What follows belongs to an exercise in optimizing a design on an open flow for small area, a short achievable clock period and few clock cycles per item; a production flow would make more cautious choices. Power is estimated from default activity; no workload was simulated.

// gcode_block_parser_top
module gcode_block_parser_top #(
	parameter int AXIS_WORD_CHARS = 15,
	parameter int INT_WORD_DIGITS = 4
) (
	input  logic        clk,
	input  logic        arst_n,
	input  logic        cfg_we,
	input  logic [7:0]  cfg_wdata,
	input  logic        char_valid,
	input  logic [7:0]  char_in,
	output logic        char_ready,
	output logic        block_valid,
	input  logic        block_ready,
	output logic [13:0] block_number,
	output logic [1:0]  code_letter,
	output logic [6:0]  code_number,
	output logic [13:0] feed_value,
	output logic [13:0] repeat_count,
	output logic [31:0] x_milli,
	output logic [31:0] y_milli,
	output logic [31:0] z_milli,
	output logic [31:0] a_milli
);
	localparam int MAX_LIM = (AXIS_WORD_CHARS > INT_WORD_DIGITS) ? AXIS_WORD_CHARS
		: INT_WORD_DIGITS;
	localparam int CNT_W = $clog2(MAX_LIM + 1);
	localparam logic [CNT_W-1:0] LIM_AXIS = CNT_W'(AXIS_WORD_CHARS);
	localparam logic [CNT_W-1:0] LIM_INT = CNT_W'(INT_WORD_DIGITS);
	localparam logic [CNT_W-1:0] LIM_CODE = CNT_W'(2);
	localparam bit INT_SAT = (INT_WORD_DIGITS > 4);
	localparam int AW = 33;
	logic [7:0]       term_q;
	logic             cv_q;       
	gbp_pkg::cls_t    cls_q;      
	logic             ct_q;       
	logic [14:0]      wt_q;       
	logic             bv_q;       
	logic             first_q;    
	logic             cr_q;       
	logic             tk_q;       
	gbp_pkg::kind_t            kind_q;
	logic             pw_q;       
	logic [CNT_W-1:0] cnt_q;
	logic             neg_q, pt_q, st_q, en_q, ovf_q;
	logic [1:0]       fd_q;
	logic             mul10_q;    
	logic             frac_q;     
	logic [1:0]       wsel_q;     
  ...
Size: about 1,700 cells after synthesis, about 270 flip-flops, roughly 200 I/O pins, about 14,000 µm² of cells after synthesis.
clock: 8.0 ns
lec_check: 0
abc_area: 1
cap_margin: 20
core_margin: 2
core_utilization: 40
cts_buf_list: sky130_fd_sc_hd__clkbuf_16
cts_cluster_diameter: 120
cts_cluster_size: 20
setup_slack_margin: 4.7
slew_margin: 20
standard.sh (not shown) runs the stock make flow with config.mk's settings and CLKGATE_MAP_FILE= SYNTH_SCRIPT=/design/flow/synth_recipe.tcl, a recipe that flattens the netlist after the stock synthesis.
==> flow/flow/run.sh <==
#!/bin/bash
set -euo pipefail
bash standard.sh "BUFFER_PORTS_ARGS=-buffer_cell sky130_fd_sc_hd__buf_1" finish > flow_make.log 2>&1
==> next run, changes <==
--- a/flow/design.v
+++ b/flow/design.v
@@ -94,19 +94,20 @@
 	logic             bv_q;       
 	logic             first_q;    
 	logic             cr_q;       
 	logic             tk_q;       
 	gbp_pkg::kind_t            kind_q;
 	logic             pw_q;       
 	logic [CNT_W-1:0] cnt_q;
 	logic             neg_q, pt_q, st_q, en_q, ovf_q;
-	logic [1:0]       fd_q;
 	logic             mul10_q;    
 	logic             frac_q;     
+	logic             mul10b_q;   
+	logic             fracb_q;
 	logic [1:0]       wsel_q;     
 	logic [AW-1:0]    acc_q;
 	logic [13:0]      f_n, f_feed, f_rep;
 	logic [1:0]       f_cl;
 	logic [6:0]       f_cn;
 	logic [31:0]      f_x, f_y, f_z, f_a;
 	assign char_ready   = cr_q;
 	assign block_valid  = bv_q;
@@ -178,24 +179,24 @@
 	end
 	logic word_open, absorb, open_new, wr;
 	assign word_open = (kind_q != gbp_pkg::K_NONE) && !pw_q;
 	assign absorb    = proc && !ct_q && word_open && !early;
 	assign open_new  = proc && !ct_q && !(word_open && !early);
 	assign wr        = pw_q || (proc && (kind_q != gbp_pkg::K_NONE) && (ct_q || early));
 	logic add;
 	logic n_neg, n_pt, n_st, n_en;
-	logic [1:0] n_fd;
+	logic [1:0] n_ws;     
 	always_comb begin
 		add = 1'b0;
 		n_neg = neg_q;
 		n_pt = pt_q;
 		n_st = st_q;
 		n_en = en_q;
-		n_fd = fd_q;
+		n_ws = wsel_q;
 		if (k_nl) begin
 			if (!en_q && !(is_sp && !st_q)) begin
 				if (digit) begin
 					n_st = 1'b1;
 					add = 1'b1;
 				end else begin
 					n_en = 1'b1;
 				end
@@ -210,36 +211,37 @@
 						n_st = 1'b1;
 						n_neg = 1'b1;
 					end
 				end else if (is_point) begin
 					if (pt_q) n_en = 1'b1;
 					else begin
 						n_pt = 1'b1;
 						n_st = 1'b1;
+						n_ws = 2'd1;
 					end
 				end else if (digit) begin
 					n_st = 1'b1;
 					if (!pt_q) add = 1'b1;
-					else if (fd_q != 2'd3) begin
+					else if (wsel_q != 2'd0) begin
 						add = 1'b1;
-						n_fd = fd_q + 2'd1;
+						n_ws = wsel_q + 2'd1;
 					end
 				end
 			end
 		end
 	end
 	logic       mul10;
 	logic       o_axis;
 	logic [1:0] n_wsel, wsel_d;
 	logic       neg_d;
 	assign mul10 = mul10_q;
 	assign o_axis = (kc == gbp_pkg::K_W) || (kc == gbp_pkg::K_U) || (kc == gbp_pkg::K_V)
 		|| (kc == gbp_pkg::K_A);
-	assign n_wsel = !k_axis ? 2'd3 : (!n_pt ? 2'd0 : n_fd + 2'd1);
+	assign n_wsel = n_ws;
 	assign wsel_d = absorb ? n_wsel : (open_new ? (o_axis ? 2'd0 : 2'd3) : wsel_q);
 	assign neg_d  = absorb ? n_neg : (open_new ? 1'b0 : neg_q);
 	logic [13:0] bw;
 	always_comb begin
 		bw = 14'd0;
 		case ({wsel_d, char_in[3:0]})
 			{2'd0, 4'd1}: bw = 14'd1000;
 			{2'd0, 4'd2}: bw = 14'd2000;
@@ -278,18 +280,21 @@
 			{2'd3, 4'd7}: bw = 14'd7;
 			{2'd3, 4'd8}: bw = 14'd8;
 			{2'd3, 4'd9}: bw = 14'd9;
 			default: bw = 14'd0;
 		endcase
 	end
 	logic [AW-1:0] op1, op2, op3, csa_s, csa_c, acc_sum;
 	logic          acc_oor;
-	assign op1 = mul10 ? {acc_q[AW-4:0], 3'b000} : '0;
-	assign op2 = !frac_q ? {acc_q[AW-2:0], 1'b0} : acc_q;
+	localparam int HB = AW / 2;
+	assign op1[HB-1:0]  = mul10_q ? {acc_q[HB-4:0], 3'b000} : '0;
+	assign op1[AW-1:HB] = mul10b_q ? acc_q[AW-4:HB-3] : '0;
+	assign op2[HB-1:0]  = !frac_q ? {acc_q[HB-2:0], 1'b0} : acc_q[HB-1:0];
+	assign op2[AW-1:HB] = !fracb_q ? acc_q[AW-2:HB-1] : acc_q[AW-1:HB];
 	assign op3 = {{(AW-15){wt_q[14]}}, wt_q};
 	assign csa_s = op1 ^ op2 ^ op3;
 	assign csa_c = (op1 & op2) | (op1 & op3) | (op2 & op3);
 	assign acc_sum = add_sk(csa_s, {csa_c[AW-2:0], wt_q[14]}, !absorb);
 	assign acc_oor  = (acc_q[AW-1] != acc_q[31]);
 	logic          acc_big;
 	assign acc_big  = !frac_q && (acc_q[30:28] != {3{acc_q[31]}});
 	logic        sat;
@@ -336,32 +341,34 @@
 		ct_q <= ct_d;
 		first_q <= first_d;
 		if (absorb) begin
 			cnt_q <= cnt_inc;
 			neg_q <= n_neg;
 			pt_q <= n_pt;
 			st_q <= n_st;
 			en_q <= n_en;
-			fd_q <= n_fd;
 			mul10_q <= !(k_axis && n_pt);
 			frac_q <= k_axis && n_pt;
+			mul10b_q <= !n_pt;
+			fracb_q <= n_pt && !k_int;
 			wsel_q <= wsel_d;
 			if (add) begin
 				ovf_q <= ovf_q || acc_oor || acc_big;
 			end
 		end else if (open_new) begin
 			cnt_q <= '0;
 			neg_q <= 1'b0;
 			pt_q <= 1'b0;
 			st_q <= 1'b0;
 			en_q <= 1'b0;
-			fd_q <= 2'd0;
 			mul10_q <= 1'b1;
 			frac_q <= 1'b0;
+			mul10b_q <= 1'b1;
+			fracb_q <= 1'b0;
 			wsel_q <= wsel_d;
 			ovf_q <= 1'b0;
 		end
 		if ((absorb && add) || open_new) acc_q <= acc_sum;
 	end
 	logic w_n, w_c, w_f, w_l, w_x, w_y, w_z, w_a;
 	logic h_n, h_c, h_f, h_l, h_x, h_y, h_z, h_a;
 	assign w_n = wr && (kind_q == gbp_pkg::K_N);
Outcome: Flip-flop and latch count is unchanged; synthesized cell count increases by 1.1%; combinational power is about the same; wire length decreases by about 5.5%; worst hold slack degrades by 8.5 ps; total power barely changes; utilization decreases by 0.91 points.
No functional check of the RTL was part of any run of this note.

gcode_block_parser_top, a different RTL version from the one above (not shown whole).
For scale: roughly 14000 um2 of cells after synthesis.
clock: 8.0 ns
lec_check: 0
abc_area: 1
cap_margin: 20
core_margin: 2
core_utilization: 40
setup_slack_margin: 4.5
slew_margin: 20
Scripts as last shown in full above: flow/flow/run.sh
Next try:
--- a/flow/design.v
+++ b/flow/design.v
@@ -253,32 +253,34 @@
 			{2'd3, 4'd1}: bw = 14'd1;
 			{2'd3, 4'd2}: bw = 14'd2;
 			{2'd3, 4'd3}: bw = 14'd3;
 			{2'd3, 4'd4}: bw = 14'd4;
 			{2'd3, 4'd5}: bw = 14'd5;
 			{2'd3, 4'd6}: bw = 14'd6;
 			{2'd3, 4'd7}: bw = 14'd7;
 			{2'd3, 4'd8}: bw = 14'd8;
 			{2'd3, 4'd9}: bw = 14'd9;
 			default: bw = 14'd0;
 		endcase
 	end
-	logic [AW-1:0] op1, op2, op3, csa_s, csa_c, acc_sum;
+	logic [AW-1:0] op1, op2, op3, csa_s, csa_c, sum10, sum1, acc_sum;
 	logic          acc_oor;
-	assign op1 = mul10 ? {acc_q[AW-4:0], 3'b000} : '0;
-	assign op2 = mul10 ? {acc_q[AW-2:0], 1'b0} : acc_q;
+	assign op1 = {acc_q[AW-4:0], 3'b000};
+	assign op2 = {acc_q[AW-2:0], 1'b0};
 	assign op3 = {{(AW-15){wt_q[14]}}, wt_q};
 	assign csa_s = op1 ^ op2 ^ op3;
 	assign csa_c = (op1 & op2) | (op1 & op3) | (op2 & op3);
-	assign acc_sum = csa_s + {csa_c[AW-2:0], wt_q[14]};
+	assign sum10 = csa_s + {csa_c[AW-2:0], wt_q[14]};
+	assign sum1  = acc_q + op3 + {{(AW-1){1'b0}}, wt_q[14]};
+	assign acc_sum = mul10 ? sum10 : sum1;
 	assign acc_oor  = (acc_q[AW-1:31] != '0) && (acc_q[AW-1:31] != '1);
 	logic        sat;
 	logic [31:0] axis_val;
 	logic [13:0] int_val;
 	assign sat      = ovf_q || acc_oor;
 	assign axis_val = sat ? {neg_q, {31{!neg_q}}} : acc_q[31:0];
 	assign int_val  = (INT_SAT && (sat || (acc_q[31:0] > 32'd16383))) ? 14'd16383 : acc_q[13:0];
 	logic emit, bv_d, first_d;
 	assign emit    = proc && ct_q;
 	assign bv_d    = emit || (bv_q && !block_ready);
 	assign first_d = emit;
 	always_ff @(posedge clk or negedge arst_n) begin
=> Worst setup slack improved by 150 ps. Combinational power went up by about 10%. Synthesized area went up by 14%. Cell count went up by 18%. Cell area went up by 11%. Sequential share of layout area went down by 3.5 points. Power went up by 5.3%.
No functional check of the RTL was part of any run of this note.

gcode_block_parser_top, a different RTL version from the one above (not shown whole).
Size: roughly 270 flip-flops, roughly 0.014 mm² of cells after synthesis.
## gcode_block_parser_top
module gcode_block_parser_top #(
	parameter int AXIS_WORD_CHARS = 15,
	parameter int INT_WORD_DIGITS = 4
) (
	input  logic        clk,
	input  logic        arst_n,
	input  logic        cfg_we,
	input  logic [7:0]  cfg_wdata,
	input  logic        char_valid,
	input  logic [7:0]  char_in,
	output logic        char_ready,
	output logic        block_valid,
	input  logic        block_ready,
	output logic [13:0] block_number,
	output logic [1:0]  code_letter,
	output logic [6:0]  code_number,
	output logic [13:0] feed_value,
	output logic [13:0] repeat_count,
	output logic [31:0] x_milli,
	output logic [31:0] y_milli,
	output logic [31:0] z_milli,
	output logic [31:0] a_milli
);
	localparam int MAX_LIM = (AXIS_WORD_CHARS > INT_WORD_DIGITS) ? AXIS_WORD_CHARS
		: INT_WORD_DIGITS;
	localparam int CNT_W = $clog2(MAX_LIM + 1);
	localparam logic [CNT_W-1:0] LIM_AXIS = CNT_W'(AXIS_WORD_CHARS);
	localparam logic [CNT_W-1:0] LIM_INT = CNT_W'(INT_WORD_DIGITS);
  ...
==> flow/config.mk <==
export PLATFORM = sky130hd
export DESIGN_NAME = gcode_block_parser_top
export DESIGN_NICKNAME = gcode_block_parser_top
export VERILOG_FILES = /design/flow/design.v
export SDC_FILE = /design/flow/constraint.sdc
export NUM_CORES = 4
export LEC_CHECK = 0
export ABC_AREA = 1
export CAP_MARGIN = 20
export CORE_MARGIN = 2
export CORE_UTILIZATION = 40
export SETUP_SLACK_MARGIN = 4.7
export SLEW_MARGIN = 20
==> flow/constraint.sdc <==
create_clock -name core_clock -period 8.0 [get_ports {clk}]
set_input_delay 1.6000 -clock core_clock [delete_from_list [all_inputs] [get_ports {clk}]]
set_output_delay 1.6000 -clock core_clock [all_outputs]
set_load 0.01 [all_outputs]
Scripts as last shown in full above: flow/flow/run.sh
==> next run, changes <==
--- a/flow/design.v
+++ b/flow/design.v
@@ -114,30 +114,31 @@
 	assign code_number  = f_cn;
 	assign feed_value   = f_feed;
 	assign repeat_count = f_rep;
 	assign x_milli      = f_x;
 	assign y_milli      = f_y;
 	assign z_milli      = f_z;
 	assign a_milli      = f_a;
-	function automatic logic [AW-1:0] add_sk(input logic [AW-1:0] a, input logic [AW-1:0] b);
+	function automatic logic [AW-1:0] add_sk(input logic [AW-1:0] a, input logic [AW-1:0] b,
+		input logic kill);
 		logic [AW-1:0] g, p, x;
 		int j;
 		x = a ^ b;
 		g = a & b;
 		p = x;
 		for (int l = 0; (1 << l) < AW; l++) begin
 			for (int i = 0; i < AW; i++) begin
 				if (((i >> l) & 1) == 1) begin
 					j = ((i >> l) << l) - 1;
 					g[i] = g[i] | (p[i] & g[j]);
 					p[i] = p[i] & p[j];
 				end
 			end
 		end
-		add_sk = x ^ {g[AW-2:0], 1'b0};
+		add_sk = (x & {AW{!kill}}) ^ ({g[AW-2:0], 1'b0} & {AW{!kill}});
 	endfunction
 	logic take, stall, proc;
 	logic cv_d, ct_d;
 	assign take  = char_valid && cr_q;
 	assign stall = cv_q && bv_q && (!first_q || ct_q);
 	assign proc  = cv_q && !stall;
 	assign cv_d  = stall ? cv_q : take;
@@ -282,15 +283,15 @@
 	logic [AW-1:0] op1, op2, op3, csa_s, csa_c, acc_sum;
 	logic          acc_oor;
 	assign op1 = mul10 ? {acc_q[AW-4:0], 3'b000} : '0;
 	assign op2 = mul10 ? {acc_q[AW-2:0], 1'b0} : acc_q;
 	assign op3 = {{(AW-15){wt_q[14]}}, wt_q};
 	assign csa_s = op1 ^ op2 ^ op3;
 	assign csa_c = (op1 & op2) | (op1 & op3) | (op2 & op3);
-	assign acc_sum = add_sk(csa_s, {csa_c[AW-2:0], wt_q[14]});
+	assign acc_sum = add_sk(csa_s, {csa_c[AW-2:0], wt_q[14]}, !absorb);
 	assign acc_oor  = (acc_q[AW-1:31] != '0) && (acc_q[AW-1:31] != '1);
 	logic        sat;
 	logic [31:0] axis_val;
 	logic [13:0] int_val;
 	assign sat      = ovf_q || acc_oor;
 	assign axis_val = sat ? {neg_q, {31{!neg_q}}} : acc_q[31:0];
 	assign int_val  = (INT_SAT && (sat || (acc_q[31:0] > 32'd16383))) ? 14'd16383 : acc_q[13:0];
@@ -337,29 +338,28 @@
 			pt_q <= n_pt;
 			st_q <= n_st;
 			en_q <= n_en;
 			fd_q <= n_fd;
 			mul10_q <= !(k_axis && n_pt);
 			wsel_q <= wsel_d;
 			if (add) begin
-				acc_q <= acc_sum;
 				ovf_q <= ovf_q || acc_oor;
 			end
 		end else if (open_new) begin
 			cnt_q <= '0;
 			neg_q <= 1'b0;
 			pt_q <= 1'b0;
 			st_q <= 1'b0;
 			en_q <= 1'b0;
 			fd_q <= 2'd0;
 			mul10_q <= 1'b1;
 			wsel_q <= wsel_d;
-			acc_q <= '0;
 			ovf_q <= 1'b0;
 		end
+		if ((absorb && add) || open_new) acc_q <= acc_sum;
 	end
 	logic w_n, w_c, w_f, w_l, w_x, w_y, w_z, w_a;
 	logic h_n, h_c, h_f, h_l, h_x, h_y, h_z, h_a;
 	assign w_n = wr && (kind_q == gbp_pkg::K_N);
 	assign w_c = wr && (kind_q == gbp_pkg::K_G || kind_q == gbp_pkg::K_M);
 	assign w_f = wr && (kind_q == gbp_pkg::K_F);
 	assign w_l = wr && (kind_q == gbp_pkg::K_L);
=> Clock power goes down by about 3%. Area after synthesis is lower by 0.57%. Die area came out lower by 0.56%. Design area goes down by 1.3%. Final cell count rises by 1.2%. Setup slack improves by 84 ps. Global-route usage climbs by 0.11 points. Clock-buffer cell count is lower by 4.
Function was not checked in any run of this note: the RTL went through the layout flow alone.

==> afterwards: timing with drivers on the ports <==
How much do the figures lean on ideal ports? The routed layouts below were timed once more, with nothing changed but the port constraints. Step 1: set_driving_cell puts a clkbuf_16 on clk and a buf_2 on each other input, an assumption about the parent block. Step 2 adds t to the input delays and takes it off the output delays; t is the mean of the earliest and latest rising clock arrival at the registers after step 1. Input paths then give back, and output paths get back, about the clock's delay inside the block. Slacks: no drivers / after step 1 / after step 2; pairs: no drivers / after step 1.
| run | t, ns | slack for setup (ns) | worst setup path after step 2 |
|---|---|---|---|
| the first run of note 1 | 0.541 | 4.842 / 4.842 / 4.354 | input to register |
| the second run of note 1 | 0.548 | 4.856 / 4.856 / 4.442 | input to register |
| the first run of note 2 | 0.613 | 4.562 / 4.562 / 4.543 | input to register |
| the second run of note 2 | 0.635 | 4.711 / 4.711 / 4.553 | input to register |
| the first run of note 3 | 0.611 | 4.607 / 4.607 / 4.428 | input to register |
| the second run of note 3 | 0.614 | 4.691 / 4.691 / 4.404 | input to register |
After both steps every run listed still meets setup and hold. For the first run of note 1, which loses most, drivers alone change the setup slack by 0.000 ns; drivers and shift together by -0.488 ns.
